This design comes from an exercise in tuning for small area and a short achievable clock period on the open sky130 flow, not from production work.
At most, simulation tests tie the RTL to the original design; equivalence was not proved.
Power and IR drop assume default switching activity.

// mini_core
module mini_core
#(
    parameter int WIDTH  = 16,
    parameter int MEM_AW = 4
) (
    input  wire                  clk,
    input  wire                  arst_n,
    input  wire                  word_valid,
    input  wire  [31:0]          word,
    output logic                 busy,
    output logic                 wr_en,
    output logic [REG_AW-1:0]    wr_addr,
    output logic [WIDTH-1:0]     wr_data,
    output logic [NUM_FLAGS-1:0] flags
);
    localparam logic [3:0] K_ADD  = 4'd0;
    localparam logic [3:0] K_SUB  = 4'd1;
    localparam logic [3:0] K_AND  = 4'd2;
    localparam logic [3:0] K_OR   = 4'd3;
    localparam logic [3:0] K_XOR  = 4'd4;
    localparam logic [3:0] K_SHL  = 4'd5;
    localparam logic [3:0] K_SHR  = 4'd6;
    localparam logic [3:0] K_MOV  = 4'd7;
    localparam logic [3:0] K_MOVF = 4'd8;
    localparam logic [3:0] K_LD   = 4'd9;
    localparam logic [3:0] K_MOVH = 4'd11;
    localparam logic [3:0] K_MOVL = 4'd12;
    logic        accept;
    logic [15:5] lo_half;
    assign accept = word_valid && !busy;
    always_ff @(posedge clk or negedge arst_n) begin
        if (!arst_n)
            busy <= 1'b0;
        else
            busy <= accept && !word[31];
    end
    always_ff @(posedge clk)
        lo_half <= word[15:5];
    localparam int DW = 13;
    function automatic logic [DW-1:0] dec_half(input logic v, input logic [15:5] h);
        logic aok, bok, we, st, sf;
        aok = (h[11:9] < 3'd6);
        bok = (h[8:6] < 3'd6);
  ...
Size: about 60 I/O pins, about 0.022 mm2 of cells after synthesis.
==> flow/config.mk <==
export PLATFORM = sky130hd
export DESIGN_NAME = mini_core
export DESIGN_NICKNAME = mini_core
export VERILOG_FILES = /design/flow/design.v
export SDC_FILE = /design/flow/constraint.sdc
export NUM_CORES = 4
export LEC_CHECK = 0
export ABC_AREA = 1
export CAP_MARGIN = 20
export CORE_MARGIN = 2
export CORE_UTILIZATION = 55
export CTS_CLUSTER_DIAMETER = 100
export CTS_CLUSTER_SIZE = 30
export PLACE_DENSITY = 0.65
export SETUP_SLACK_MARGIN = 5.0
export SLEW_MARGIN = 20
export TNS_END_PERCENT = 10
==> flow/constraint.sdc <==
create_clock -name core_clock -period 7.5 [get_ports {clk}]
set_input_delay 1.5000 -clock core_clock [delete_from_list [all_inputs] [get_ports {clk}]]
set_output_delay 1.5000 -clock core_clock [all_outputs]
set_load 0.01 [all_outputs]
run.sh (not shown) runs the stock make flow with config.mk's settings and CLKGATE_MAP_FILE= SYNTH_SCRIPT=/design/flow/synth_recipe.tcl, a recipe that flattens the netlist after the stock synthesis.
Then changed:
--- a/flow/design.v
+++ b/flow/design.v
@@ -67,16 +67,17 @@
             dec_long = {v && code < 5'd18, 2'b00, K_MOVL, ra, 3'd0};
         else
             dec_long = {v && code >= 5'd6, 2'b00, K_MOVH, ra, 3'd0};
     endfunction
     logic [DW-1:0] dec_nxt;
     logic          slot_we, slot_st, slot_sf;
     logic [3:0]    slot_k;
     logic [2:0]    slot_ra, slot_rb;
+    logic [7:0]    slot_imm;
     logic          slot_sub, slot_shr;
     always_comb begin
         if (busy)
             dec_nxt = dec_half(1'b1, lo_half);
         else if (word[31])
             dec_nxt = dec_long(accept, word[13:9]);
         else
             dec_nxt = dec_half(accept, word[31:21]);
@@ -89,16 +90,17 @@
         end else begin
             {slot_we, slot_st, slot_sf} <= dec_nxt[DW-1:DW-3];
         end
     end
     always_ff @(posedge clk) begin
         {slot_k, slot_ra, slot_rb} <= dec_nxt[9:0];
         slot_sub <= (dec_nxt[9:6] == K_SUB);
         slot_shr <= (dec_nxt[9:6] == K_SHR);
+        slot_imm <= word[23:16];
     end
     logic [WIDTH-1:0] regs  [NUM_REGS];
     logic [WIDTH-1:0] regs_d[NUM_REGS];
     logic [WIDTH-1:0] mem   [2**MEM_AW];
     logic [WIDTH-1:0] a, b, mem_rd, res;
     logic [WIDTH-1:0] rd_a, rd_b;
     always_comb begin
         for (int i = 0; i < NUM_REGS; i++)
@@ -116,29 +118,24 @@
     endfunction
     always_comb begin
         if (busy)
             sel_a = onehot(lo_half[11:9]);
         else if (word[31])
             sel_a = onehot_long(word[13:9]);
         else
             sel_a = onehot(word[27:25]);
-        if (busy)
-            sel_b = onehot(lo_half[8:6]);
-        else if (word[31])
-            sel_b = '0;
-        else
-            sel_b = onehot(word[24:22]);
+        sel_b = busy ? onehot(lo_half[8:6]) : onehot(word[24:22]);
         cur_w = slot_we ? onehot(slot_ra) : '0;
         hit_a = |(sel_a & cur_w);
         hit_b = |(sel_b & cur_w);
     end
     always_comb begin
         rd_a = '0;
-        rd_b = {2{word[23:16]}} & {WIDTH{!busy && word[31]}};
+        rd_b = '0;
         for (int i = 0; i < NUM_REGS; i++) begin
             rd_a = rd_a | (regs_d[i] & {WIDTH{sel_a[i]}});
             rd_b = rd_b | (regs_d[i] & {WIDTH{sel_b[i]}});
         end
     end
     always_ff @(posedge clk) begin
         a <= hit_a ? res : rd_a;
         b <= hit_b ? res : rd_b;
@@ -176,32 +173,29 @@
         for (int i = 0; i < WIDTH; i++)
             sh_in[i] = slot_shr ? a[WIDTH-1-i] : a[i];
     end
     assign sh_out = sh_in << b[3:0];
     always_comb begin
         for (int i = 0; i < WIDTH; i++)
             sh_rev[i] = sh_out[WIDTH-1-i];
     end
-    logic [WIDTH-1:0] mv;
-    assign mv[15:8] = (slot_k == K_MOVL) ? a[15:8] : b[15:8];
-    assign mv[7:0]  = (slot_k == K_MOVH) ? a[7:0]  : b[7:0];
     always_comb begin
         case (slot_k)
             K_ADD, K_SUB: res = sum;
             K_AND:        res = pg_g;
             K_OR:         res = pg_g | pg_p;
             K_XOR:        res = pg_p;
             K_SHL:        res = sh_out;
             K_SHR:        res = sh_rev;
-            K_MOV:        res = mv;
+            K_MOV:        res = b;
             K_MOVF:       res = WIDTH'(flags);
             K_LD:         res = mem_rd;
-            K_MOVH:       res = mv;
-            K_MOVL:       res = mv;
+            K_MOVH:       res = {slot_imm, a[7:0]};
+            K_MOVL:       res = {a[15:8], slot_imm};
             default:      res = b;
         endcase
     end
     always_ff @(posedge clk or negedge arst_n) begin
         if (!arst_n) begin
             for (int i = 0; i < NUM_REGS; i++)
                 regs[i] <= '0;
         end else begin
Effect: Critical path depth goes up by 11. Worst setup slack gets better by 0.014 ns. Worst hold slack gets better by 0.0071 ns. Sequential share of layout area goes up by 0.13 points. Clock power is about the same.

---

## run a
The RTL this note starts from:
==> flow/design.v <==
`default_nettype none
package cpu_pkg;
    localparam int REG_AW    = 3;
    localparam int NUM_REGS  = 6;   
    localparam int NUM_FLAGS = 4;
endpackage
`default_nettype wire
`timescale 1ns/1ns
`default_nettype none
import cpu_pkg::*;
module mini_core
#(
    parameter int WIDTH  = 16,
    parameter int MEM_AW = 4
) (
    input  wire                  clk,
    input  wire                  arst_n,
    input  wire                  word_valid,
    input  wire  [31:0]          word,
    output logic                 busy,
    output logic                 wr_en,
    output logic [REG_AW-1:0]    wr_addr,
    output logic [WIDTH-1:0]     wr_data,
    output logic [NUM_FLAGS-1:0] flags
);
    localparam logic [3:0] K_ADD  = 4'd0;
    localparam logic [3:0] K_SUB  = 4'd1;
    localparam logic [3:0] K_AND  = 4'd2;
    localparam logic [3:0] K_OR   = 4'd3;
    localparam logic [3:0] K_XOR  = 4'd4;
    localparam logic [3:0] K_SHL  = 4'd5;
    localparam logic [3:0] K_SHR  = 4'd6;
    localparam logic [3:0] K_MOV  = 4'd7;
    localparam logic [3:0] K_MOVF = 4'd8;
    localparam logic [3:0] K_LD   = 4'd9;
    localparam logic [3:0] K_MOVH = 4'd11;
    localparam logic [3:0] K_MOVL = 4'd12;
    logic        accept;
    logic [15:5] lo_half;
    assign accept = word_valid && !busy;
    always_ff @(posedge clk or negedge arst_n) begin
        if (!arst_n)
            busy <= 1'b0;
        else
            busy <= accept && !word[31];
    end
    always_ff @(posedge clk)
        lo_half <= word[15:5];
    localparam int DW = 13;
    function automatic logic [DW-1:0] dec_half(input logic v, input logic [15:5] h);
        logic aok, bok, we, st, sf;
        aok = (h[11:9] < 3'd6);
        bok = (h[8:6] < 3'd6);
        we  = v && ((h[15:12] <= 4'd7 && aok && bok) ||
                    (h[15:12] == 4'd8 && aok) ||
                    (h[15:12] == 4'd9 && aok && bok));
        st  = v && h[15:12] == 4'd10 && aok && bok;
        sf  = v && h[15:12] <= 4'd6 && aok && bok && h[5];
        dec_half = {we, st, sf, h[15:12], h[11:9], h[8:6]};
    endfunction
    function automatic logic [DW-1:0] dec_long(input logic v, input logic [4:0] code);
        logic [2:0] ra;
        ra[2] = code[4] | (code[3] & ~code[2] & code[1]);
        ra[1] = code[3] & ~(code[2] ^ code[1]);
        ra[0] = code[0];
        if (code >= 5'd12)
            dec_long = {v && code < 5'd18, 2'b00, K_MOVL, ra, 3'd0};
        else
            dec_long = {v && code >= 5'd6, 2'b00, K_MOVH, ra, 3'd0};
    endfunction
    logic [DW-1:0] dec_nxt;
    logic          slot_we, slot_st, slot_sf;
    logic [3:0]    slot_k;
    logic [2:0]    slot_ra, slot_rb;
    logic [7:0]    slot_imm;
    logic          slot_sub, slot_shr;
    always_comb begin
        if (busy)
            dec_nxt = dec_half(1'b1, lo_half);
        else if (word[31])
            dec_nxt = dec_long(accept, word[13:9]);
        else
            dec_nxt = dec_half(accept, word[31:21]);
    end
    always_ff @(posedge clk or negedge arst_n) begin
        if (!arst_n) begin
            slot_we <= 1'b0;
            slot_st <= 1'b0;
            slot_sf <= 1'b0;
        end else begin
            {slot_we, slot_st, slot_sf} <= dec_nxt[DW-1:DW-3];
        end
    end
    always_ff @(posedge clk) begin
        {slot_k, slot_ra, slot_rb} <= dec_nxt[9:0];
        slot_sub <= (dec_nxt[9:6] == K_SUB);
        slot_shr <= (dec_nxt[9:6] == K_SHR);
        slot_imm <= word[23:16];
    end
    logic [WIDTH-1:0] regs  [NUM_REGS];
    logic [WIDTH-1:0] regs_d[NUM_REGS];
    logic [WIDTH-1:0] mem   [2**MEM_AW];
    logic [WIDTH-1:0] a, b, mem_rd, res;
    logic [WIDTH-1:0] rd_a, rd_b;
    always_comb begin
        for (int i = 0; i < NUM_REGS; i++)
            regs_d[i] = (wr_en && wr_addr == 3'(i)) ? wr_data : regs[i];
    end
    logic [NUM_REGS-1:0] sel_a, sel_b, cur_w;
    logic                hit_a, hit_b;
    function automatic logic [NUM_REGS-1:0] onehot(input logic [2:0] r);
        for (int i = 0; i < NUM_REGS; i++)
            onehot[i] = (r == 3'(i));
    endfunction
    function automatic logic [NUM_REGS-1:0] onehot_long(input logic [4:0] code);
        for (int i = 0; i < NUM_REGS; i++)
            onehot_long[i] = (code == 5'(6 + i)) || (code == 5'(12 + i));
    endfunction
    always_comb begin
        if (busy)
            sel_a = onehot(lo_half[11:9]);
        else if (word[31])
            sel_a = onehot_long(word[13:9]);
        else
            sel_a = onehot(word[27:25]);
        sel_b = busy ? onehot(lo_half[8:6]) : onehot(word[24:22]);
        cur_w = slot_we ? onehot(slot_ra) : '0;
        hit_a = |(sel_a & cur_w);
        hit_b = |(sel_b & cur_w);
    end
    always_comb begin
        rd_a = '0;
        rd_b = '0;
        for (int i = 0; i < NUM_REGS; i++) begin
            rd_a = rd_a | (regs_d[i] & {WIDTH{sel_a[i]}});
            rd_b = rd_b | (regs_d[i] & {WIDTH{sel_b[i]}});
        end
    end
    always_ff @(posedge clk) begin
        a <= hit_a ? res : rd_a;
        b <= hit_b ? res : rd_b;
    end
    always_comb begin
        mem_rd = '0;
        for (int i = 0; i < 2**MEM_AW; i++)
            mem_rd = mem_rd | (mem[i] & {WIDTH{b[MEM_AW-1:0] == MEM_AW'(i)}});
    end
    logic [WIDTH-1:0] bx, pg_p, pg_g, gg, pp, sum, sh_in, sh_out, sh_rev;
    logic [WIDTH:0]   cy;
    logic             carry, ovf, is_arith;
    assign is_arith = (slot_k == K_ADD) || (slot_k == K_SUB);
    assign bx       = b ^ {WIDTH{slot_sub}};
    assign pg_p     = a ^ bx;
    assign pg_g     = a & bx;
    always_comb begin
        gg = pg_g;
        pp = pg_p;
        gg[0] = pg_g[0] | (pg_p[0] & slot_sub);
        for (int l = 0; l < 4; l++) begin
            for (int i = WIDTH - 1; i > 0; i--) begin
                if (i >= (1 << l)) begin
                    gg[i] = gg[i] | (pp[i] & gg[i-(1<<l)]);
                    pp[i] = pp[i] & pp[i-(1<<l)];
                end
            end
        end
    end
    assign cy    = {gg, slot_sub};
    assign sum   = pg_p ^ cy[WIDTH-1:0];
    assign carry = is_arith && (cy[WIDTH] ^ slot_sub);   
    assign ovf   = is_arith && (cy[WIDTH] ^ cy[WIDTH-1]);
    always_comb begin
        for (int i = 0; i < WIDTH; i++)
            sh_in[i] = slot_shr ? a[WIDTH-1-i] : a[i];
    end
    assign sh_out = sh_in << b[3:0];
    always_comb begin
        for (int i = 0; i < WIDTH; i++)
            sh_rev[i] = sh_out[WIDTH-1-i];
    end
    always_comb begin
        case (slot_k)
            K_ADD, K_SUB: res = sum;
            K_AND:        res = pg_g;
            K_OR:         res = pg_g | pg_p;
            K_XOR:        res = pg_p;
            K_SHL:        res = sh_out;
            K_SHR:        res = sh_rev;
            K_MOV:        res = b;
            K_MOVF:       res = WIDTH'(flags);
            K_LD:         res = mem_rd;
            K_MOVH:       res = {slot_imm, a[7:0]};
            K_MOVL:       res = {a[15:8], slot_imm};
            default:      res = b;
        endcase
    end
    always_ff @(posedge clk or negedge arst_n) begin
        if (!arst_n) begin
            for (int i = 0; i < NUM_REGS; i++)
                regs[i] <= '0;
        end else begin
            for (int i = 0; i < NUM_REGS; i++)
                regs[i] <= regs_d[i];
        end
    end
    always_ff @(posedge clk) begin
        if (slot_st)
            mem[b[MEM_AW-1:0]] <= a;
    end
    logic pend_sf, pend_c, pend_v;
    always_ff @(posedge clk or negedge arst_n) begin
        if (!arst_n) begin
            wr_en   <= 1'b0;
            pend_sf <= 1'b0;
            flags   <= '0;
        end else begin
            wr_en   <= slot_we;
            pend_sf <= slot_sf;
            if (pend_sf)
                flags <= {wr_data == '0, pend_v, wr_data[WIDTH-1], pend_c};
        end
    end
    always_ff @(posedge clk) begin
        wr_addr <= slot_ra;
        wr_data <= res;
        pend_c  <= carry;
        pend_v  <= ovf;
    end
endmodule
`default_nettype wire
make LEC_CHECK=0 ABC_AREA=1 CAP_MARGIN=20 CORE_MARGIN=2 CORE_UTILIZATION=45 PLACE_DENSITY=0.6 SETUP_SLACK_MARGIN=5.0 SLEW_MARGIN=20 TNS_END_PERCENT=10 finish   # period 7.5 ns
### run a -> run b
diff --git a/flow/design.v b/flow/design.v
--- a/flow/design.v
+++ b/flow/design.v
@@ -102,43 +102,24 @@
     logic [WIDTH-1:0] mem   [2**MEM_AW];
     logic [WIDTH-1:0] a, b, mem_rd, res;
     logic [WIDTH-1:0] rd_a, rd_b;
+    logic [2:0]       nra, nrb;
     always_comb begin
         for (int i = 0; i < NUM_REGS; i++)
             regs_d[i] = (wr_en && wr_addr == 3'(i)) ? wr_data : regs[i];
     end
-    logic [NUM_REGS-1:0] sel_a, sel_b, cur_w;
-    logic                hit_a, hit_b;
-    function automatic logic [NUM_REGS-1:0] onehot(input logic [2:0] r);
-        for (int i = 0; i < NUM_REGS; i++)
-            onehot[i] = (r == 3'(i));
-    endfunction
-    function automatic logic [NUM_REGS-1:0] onehot_long(input logic [4:0] code);
-        for (int i = 0; i < NUM_REGS; i++)
-            onehot_long[i] = (code == 5'(6 + i)) || (code == 5'(12 + i));
-    endfunction
-    always_comb begin
-        if (busy)
-            sel_a = onehot(lo_half[11:9]);
-        else if (word[31])
-            sel_a = onehot_long(word[13:9]);
-        else
-            sel_a = onehot(word[27:25]);
-        sel_b = busy ? onehot(lo_half[8:6]) : onehot(word[24:22]);
-        cur_w = slot_we ? onehot(slot_ra) : '0;
-        hit_a = |(sel_a & cur_w);
-        hit_b = |(sel_b & cur_w);
-    end
+    assign nra  = dec_nxt[5:3];
+    assign nrb  = dec_nxt[2:0];
     always_comb begin
         rd_a = '0;
         rd_b = '0;
         for (int i = 0; i < NUM_REGS; i++) begin
-            rd_a = rd_a | (regs_d[i] & {WIDTH{sel_a[i]}});
-            rd_b = rd_b | (regs_d[i] & {WIDTH{sel_b[i]}});
-        end
-    end
-    always_ff @(posedge clk) begin
-        a <= hit_a ? res : rd_a;
-        b <= hit_b ? res : rd_b;
+            rd_a = rd_a | (regs_d[i] & {WIDTH{nra == 3'(i)}});
+            rd_b = rd_b | (regs_d[i] & {WIDTH{nrb == 3'(i)}});
+        end
+    end
+    always_ff @(posedge clk) begin
+        a <= (slot_we && slot_ra == nra) ? res : rd_a;
+        b <= (slot_we && slot_ra == nrb) ? res : rd_b;
     end
     always_comb begin
         mem_rd = '0;
Results
Run b went all the way through the flow, and no timing, DRC or antenna check failed.
Run b ended up with word[11] as its launching instance or port of the critical path; run a ended up with flags[3]$_DFFE_PN0P_.
Post-route clock period utilization for run b: 0.46 points up relative to run a
Looking at final worst slack, run b sits 0.034 ns lower than run a does.
Lower layout-stage area growth over the synthesis result was reported by run a, not run b.
Compared with run a, run b shows a higher cell-internal power.
Run b vs. run a: portion of the post-synthesis area used by sequential elements went up by 0.42 points.
Run b vs. run a: worst voltage drop across the vdd grid now sits higher, count of instances resized after the clock tree is built now sits lower, met3 usage in global routing now sits lower, final area now sits higher.
Looking at cell type of the slowest stage on the worst timing path, the sky130_fd_sc_hd__o31ai_4 result is from run b; the sky130_fd_sc_hd__dfrtp_1 one comes from run a.
When run b is measured against run a, its proportion of cell area occupied by multi-input gates turns out 0.84 points lower.
Looking at non-clock buffer count, run b sits 21 higher than run a does.
Total routing resource utilization after global routing: run b < run a
No functional check of the RTL was part of run b.

separate check: timing with driven ports:
How much do the figures lean on ideal ports? The routed layouts below were timed once more, with nothing changed but the port constraints.
Step 1: set_driving_cell puts a clkbuf_16 on clk and a buf_2 on each other input, an assumption about the parent block.
Step 2 times the ports against the registers' clock, not the clock port: input delays grow and output delays shrink by t, the midpoint of the rising clock arrivals with the driver on.
a / b / c = no drivers / after step 1 / after step 2; a / b = the first two.
run	t, ns	slack for setup (ns)	slew at the worst register clock pin (ns)	cell pins on the clock port's net
the first run of note 1	0.619	4.819 / 4.761 / 4.271	0.12 / 0.12	1
the second run of note 1	0.609	4.833 / 4.810 / 4.311	0.12 / 0.12	1
run a	0.653	4.840 / 4.780 / 4.374	0.06 / 0.06	1
run b	0.652	4.805 / 4.782 / 4.152	0.07 / 0.07	1
After both steps every run listed still meets setup and hold. The setup slack of run b, which loses most, moves by -0.023 ns with the drivers and by -0.653 ns with both steps.
